From an optimization exercise on the open Yosys and OpenROAD flow, aimed at small area, a short achievable clock period and few clock cycles per item; shortcuts taken in it are not production practice. Function was checked by simulation only, so behaviour that the tests miss may differ from the original.

==> 03-22 <==
Design edge_interrupt_controller_64_top, start of the top module:
module edge_interrupt_controller_64_top (
  input  logic             clk,
  input  logic             rst,
  input  logic             req_valid,
  output logic             req_stall,
  input  eic64_pkg::req_t  req,
  output logic             res_valid,
  input  logic             res_stall,
  output eic64_pkg::res_t  res
);
  logic [31:0] en0, en1, pol0, pol1, raw0, raw1, st0, st1;
  logic        a_valid;
  logic [5:0]  rsel;    
  logic accept, take, full;
  assign take      = ~res_valid | ~res_stall;
  assign full      = a_valid & ~take;
  assign req_stall = full;
  assign accept    = req_valid & ~full;
  wire [1:0]  cmd  = req.cmd;
  wire [2:0]  sel  = req.reg_sel;
  wire [31:0] wd   = req.write_data;
  wire [31:0] lv0  = req.levels_lo;
  wire [31:0] lv1  = req.levels_hi;
  wire is_tick = (cmd == 2'd0);
  wire is_rd   = (cmd == 2'd1);
  wire is_wr   = (cmd == 2'd2);
  wire tick    = accept & is_tick;
  wire wr      = accept & is_wr;
  wire w_en0  = wr & (sel == 3'd0);
  wire w_en1  = wr & (sel == 3'd1);
  wire w_pol0 = wr & (sel == 3'd2);
  wire w_pol1 = wr & (sel == 3'd3);
  wire w_st0  = wr & (sel == 3'd4);
  wire w_st1  = wr & (sel == 3'd5);
  wire [31:0] wdr = wd & {32{~rst}};
  wire [31:0] wdc = wd | {32{rst}};
  wire        tsel = is_tick & ~rst;
  wire [31:0] a0 = tsel ? lv0 : wdr;
  wire [31:0] a1 = tsel ? lv1 : wdr;
  always_ff @(posedge clk) begin
    if (rst | w_en0)  en0  <= wdr;
    if (rst | w_en1)  en1  <= wdr;
    if (rst | w_pol0) pol0 <= wdr;
    if (rst | w_pol1) pol1 <= wdr;
    if (rst | tick)   raw0 <= a0;
    if (rst | tick)   raw1 <= a1;
  end
  wire [31:0] s0 = en0 & ~(raw0 ^ pol0) & (a0 ^ raw0);
  wire [31:0] s1 = en1 & ~(raw1 ^ pol1) & (a1 ^ raw1);
  wire        do_set0 = ~rst & (tick | w_pol0);
  wire        do_set1 = ~rst & (tick | w_pol1);
  wire        do_clr0 = rst | w_st0;
  wire        do_clr1 = rst | w_st1;
  always_ff @(posedge clk) begin
    st0 <= (st0 & ~({32{do_clr0}} & wdc)) | ({32{do_set0}} & s0);
    st1 <= (st1 & ~({32{do_clr1}} & wdc)) | ({32{do_set1}} & s1);
  end
  always_ff @(posedge clk) begin
    if (rst) a_valid <= 1'b0;
    else     a_valid <= accept | full;
  end
  always_ff @(posedge clk) begin
    if (!full) begin
  ...
==> module edge_interrupt_controller_64_top, before the edit <==
module edge_interrupt_controller_64_top (
  input  logic             clk,
  input  logic             rst,
  input  logic             req_valid,
  output logic             req_stall,
  input  eic64_pkg::req_t  req,
  output logic             res_valid,
  input  logic             res_stall,
  output eic64_pkg::res_t  res
);
  logic [31:0] en0, en1, pol0, pol1, raw0, raw1, st0, st1;
  logic        a_valid;
  logic [5:0]  rsel;    
  logic accept, take, full;
  assign take      = ~res_valid | ~res_stall;
  assign full      = a_valid & ~take;
  assign req_stall = full;
  assign accept    = req_valid & ~full;
  wire [1:0]  cmd  = req.cmd;
  wire [2:0]  sel  = req.reg_sel;
  wire [31:0] wd   = req.write_data;
  wire [31:0] lv0  = req.levels_lo;
  wire [31:0] lv1  = req.levels_hi;
  wire is_tick = (cmd == 2'd0);
  wire is_rd   = (cmd == 2'd1);
  wire is_wr   = (cmd == 2'd2);
  wire tick    = accept & is_tick;
  wire wr      = accept & is_wr;
  wire w_en0  = wr & (sel == 3'd0);
  wire w_en1  = wr & (sel == 3'd1);
  wire w_pol0 = wr & (sel == 3'd2);
  wire w_pol1 = wr & (sel == 3'd3);
  wire w_st0  = wr & (sel == 3'd4);
  wire w_st1  = wr & (sel == 3'd5);
  wire [31:0] wdr = wd & {32{~rst}};
  wire [31:0] wdc = wd | {32{rst}};
  wire        tsel = is_tick & ~rst;
  wire [31:0] a0 = tsel ? lv0 : wdr;
  wire [31:0] a1 = tsel ? lv1 : wdr;
  always_ff @(posedge clk) begin
    if (rst | w_en0)  en0  <= wdr;
    if (rst | w_en1)  en1  <= wdr;
    if (rst | w_pol0) pol0 <= wdr;
    if (rst | w_pol1) pol1 <= wdr;
    if (rst | tick)   raw0 <= a0;
    if (rst | tick)   raw1 <= a1;
  end
  wire [31:0] s0 = en0 & ~(raw0 ^ pol0) & (a0 ^ raw0);
  wire [31:0] s1 = en1 & ~(raw1 ^ pol1) & (a1 ^ raw1);
  wire        do_set0 = ~rst & (tick | w_pol0);
  wire        do_set1 = ~rst & (tick | w_pol1);
  wire        do_clr0 = rst | w_st0;
  wire        do_clr1 = rst | w_st1;
  always_ff @(posedge clk) begin
    st0 <= (st0 & ~({32{do_clr0}} & wdc)) | ({32{do_set0}} & s0);
    st1 <= (st1 & ~({32{do_clr1}} & wdc)) | ({32{do_set1}} & s1);
  end
  always_ff @(posedge clk) begin
    if (rst) a_valid <= 1'b0;
    else     a_valid <= accept | full;
  end
  always_ff @(posedge clk) begin
    if (!full) begin
      rsel[0] <= is_rd & (sel == 3'd0);
      rsel[1] <= is_rd & (sel == 3'd1);
      rsel[2] <= is_rd & (sel == 3'd2);
      rsel[3] <= is_rd & (sel == 3'd3);
      rsel[4] <= is_rd & (sel == 3'd4);
      rsel[5] <= is_rd & (sel == 3'd5);
    end
  end
  wire [31:0] a_data = ({32{rsel[0]}} & en0)  | ({32{rsel[1]}} & en1)  |
                       ({32{rsel[2]}} & pol0) | ({32{rsel[3]}} & pol1) |
                       ({32{rsel[4]}} & st0)  | ({32{rsel[5]}} & st1);
  wire [32:0] a_res  = {a_data, (|st0) | (|st1)};
  always_ff @(posedge clk) begin
    if (rst)       res_valid <= 1'b0;
    else if (take) res_valid <= a_valid;
  end
  always_ff @(posedge clk) begin
    if (take) res <= a_res;
  end
endmodule
clock: 4.0 ns
lec_check: 0
cap_margin: 20
core_margin: 2
core_utilization: 40
cts_buf_list: sky130_fd_sc_hd__clkbuf_16
cts_cluster_diameter: 120
cts_cluster_size: 24
setup_slack_margin: 2.1
slew_margin: 20
standard.sh (not shown) runs the stock make flow with config.mk's settings and CLKGATE_MAP_FILE= SYNTH_SCRIPT=/design/flow/synth_recipe.tcl, a recipe that flattens the netlist after the stock synthesis.
==> flow/flow/run.sh <==
#!/bin/bash
# Standard layout, except that the port buffers are buf_1 cells rather than the slow
# delay-buffer cells buffer_ports picks by default. Each step's output goes to a log here.
set -euo pipefail
bash standard.sh synth > run_synth.log 2>&1
bash standard.sh "BUFFER_PORTS_ARGS=-buffer_cell sky130_fd_sc_hd__buf_1" finish > run_layout.log 2>&1
==> 07-04 (differences from 03-22) <==
==> flow/design.v (replaced) <==
package eic64_pkg;
  localparam int NUM_BANKS  = 2;
  localparam int BANK_W     = 32;
  localparam int BANK_IDX_W = (NUM_BANKS > 1) ? $clog2(NUM_BANKS) : 1;
  typedef enum logic [1:0] {
    CMD_TICK  = 2'd0,
    CMD_READ  = 2'd1,
    CMD_WRITE = 2'd2
  } cmd_t;
  typedef enum logic [1:0] {
    KIND_ENABLE   = 2'd0,
    KIND_POLARITY = 2'd1,
    KIND_STATUS   = 2'd2
  } kind_t;
  typedef logic [BANK_W-1:0] word_t;
  typedef struct packed {
    logic [1:0]  cmd;
    logic [2:0]  reg_sel;
    logic [31:0] write_data;
    logic [31:0] levels_lo;
    logic [31:0] levels_hi;
  } req_t;
  typedef struct packed {
    logic [31:0] read_data;
    logic        irq_out;
  } res_t;
endpackage
module edge_interrupt_controller_64_top (
  input  logic             clk,
  input  logic             rst,
  input  logic             req_valid,
  output logic             req_stall,
  input  eic64_pkg::req_t  req,
  output logic             res_valid,
  input  logic             res_stall,
  output eic64_pkg::res_t  res
);
  logic [31:0] en0, en1, pol0, pol1, raw0, raw1, st0, st1;
  logic [5:0]  rsel;    
  logic accept;
  assign req_stall = res_valid & res_stall;
  assign accept    = req_valid & ~req_stall;
  wire [1:0]  cmd  = req.cmd;
  wire [2:0]  sel  = req.reg_sel;
  wire [31:0] wd   = req.write_data;
  wire [31:0] lv0  = req.levels_lo;
  wire [31:0] lv1  = req.levels_hi;
  wire tick = accept & (cmd == 2'd0);
  wire rd   = (cmd == 2'd1);
  wire wr   = accept & (cmd == 2'd2);
  wire w_en0  = wr & (sel == 3'd0);
  wire w_en1  = wr & (sel == 3'd1);
  wire w_pol0 = wr & (sel == 3'd2);
  wire w_pol1 = wr & (sel == 3'd3);
  wire w_st0  = wr & (sel == 3'd4);
  wire w_st1  = wr & (sel == 3'd5);
  wire [31:0] wdr = wd & {32{~rst}};
  always_ff @(posedge clk) begin
    if (rst | w_en0)  en0  <= wdr;
    if (rst | w_en1)  en1  <= wdr;
    if (rst | w_pol0) pol0 <= wdr;
    if (rst | w_pol1) pol1 <= wdr;
    if (rst | tick)   raw0 <= lv0 & {32{~rst}};
    if (rst | tick)   raw1 <= lv1 & {32{~rst}};
  end
  wire [31:0] pe0 = raw0 ^ pol0;
  wire [31:0] pe1 = raw1 ^ pol1;
  wire [31:0] ne0 = w_pol0 ? (raw0 ^ wd) : (lv0 ^ pol0);
  wire [31:0] ne1 = w_pol1 ? (raw1 ^ wd) : (lv1 ^ pol1);
  wire [31:0] set0 = {32{tick | w_pol0}} & ne0 & ~pe0 & en0;
  wire [31:0] set1 = {32{tick | w_pol1}} & ne1 & ~pe1 & en1;
  wire [31:0] clr0 = {32{w_st0}} & wd;
  wire [31:0] clr1 = {32{w_st1}} & wd;
  always_ff @(posedge clk) begin
    if (rst) begin
      st0 <= '0;
      st1 <= '0;
    end else begin
      st0 <= (st0 & ~clr0) | set0;
      st1 <= (st1 & ~clr1) | set1;
    end
  end
  always_ff @(posedge clk) begin
    if (rst)            res_valid <= 1'b0;
    else if (accept)    res_valid <= 1'b1;
    else if (!res_stall) res_valid <= 1'b0;
  end
  always_ff @(posedge clk) begin
    if (!req_stall) begin
      rsel[0] <= rd & (sel == 3'd0);
      rsel[1] <= rd & (sel == 3'd1);
      rsel[2] <= rd & (sel == 3'd2);
      rsel[3] <= rd & (sel == 3'd3);
      rsel[4] <= rd & (sel == 3'd4);
      rsel[5] <= rd & (sel == 3'd5);
    end
  end
  assign res.read_data = ({32{rsel[0]}} & en0)  | ({32{rsel[1]}} & en1)  |
                         ({32{rsel[2]}} & pol0) | ({32{rsel[3]}} & pol1) |
                         ({32{rsel[4]}} & st0)  | ({32{rsel[5]}} & st1);
  assign res.irq_out   = (|st0) | (|st1);
endmodule
==> flow/run.sh (new file) <==
#!/bin/bash
# synth_recipe.tcl (not shown) runs the flow's synth.tcl, then flattens the netlist and writes it again
# the make line also repeats each setting of config.mk as NAME=value (left out here)
make -C /OpenROAD-flow-scripts/flow DESIGN_CONFIG=/design/flow/config.mk WORK_HOME=/design/flow/orfs CLKGATE_MAP_FILE= SYNTH_SCRIPT=/design/flow/synth_recipe.tcl finish
- CTS_BUF_LIST: sky130_fd_sc_hd__clkbuf_16 -> unset
- CTS_CLUSTER_DIAMETER: 120 -> unset
- CTS_CLUSTER_SIZE: 24 -> unset
- SETUP_SLACK_MARGIN: 2.1 -> unset
removed: flow/flow/run.sh
removed: flow/standard.sh
==> results_dict.tcl <==
set metrics [dict create \
    status "timing/DRC/antenna clean" \
    die_w_um 187.1 \
    skew_ps 17.60 \
    synthTopCellsByCount "edfxtp_1, nand2_1, a22oi_1, dfxtp_1" \
    fin_ws_ps 2085 \
    max_flop_register "res" \
    buffers 179 \
]
# the run above: 03-22

==> results_dict.tcl <==
set metrics [dict create \
    postPlaceCellArea_um2 14710 \
    synthTopCellsByCount "edfxtp_1, a22oi_1, xnor2_1, nor2b_1" \
    fin_ws_ps 359.0 \
    yosysMostFrequentCell "edfxtp_1" \
    powerClk_uw 2500 \
    status "timing/DRC/antenna clean" \
    skew_ps 6.956 \
    die_w_um 182.8 \
]
# the run above: 07-04

Testbench counts of 03-22, summed over its fixed seeds: cycles 26,686, items 24,000.
Testbench counts of 07-04, summed over its fixed seeds: cycles 26,677, items 24,000.

==> port drivers added, routing unchanged <==
In the flow no input, the clock included, has a driving cell. The finished layouts below were timed again as built, in two steps.
Step 1: set_driving_cell puts a clkbuf_16 on clk and a buf_2 on each other input, an assumption about the parent block.
Step 2 moves the port delays by t, midway between the first and last clock arrival at a register: inputs arrive t later, outputs are due t later. That takes back most of the time a late clock gives input paths.
a / b / c = ideal / step 1 / step 2; a / b = the first two.
run | t (ns) | slack for setup (ns) | pins driven straight from the clock port
03-22 | 0.554 | 2.085 / 2.042 / 1.577 | 1
07-04 | 0.596 | 0.359 / 0.307 / 0.852 | 1
After both steps setup and hold are still met in every run listed. The setup slack of 03-22, which loses most, moves by -0.043 ns with the drivers and by -0.508 ns with both steps.
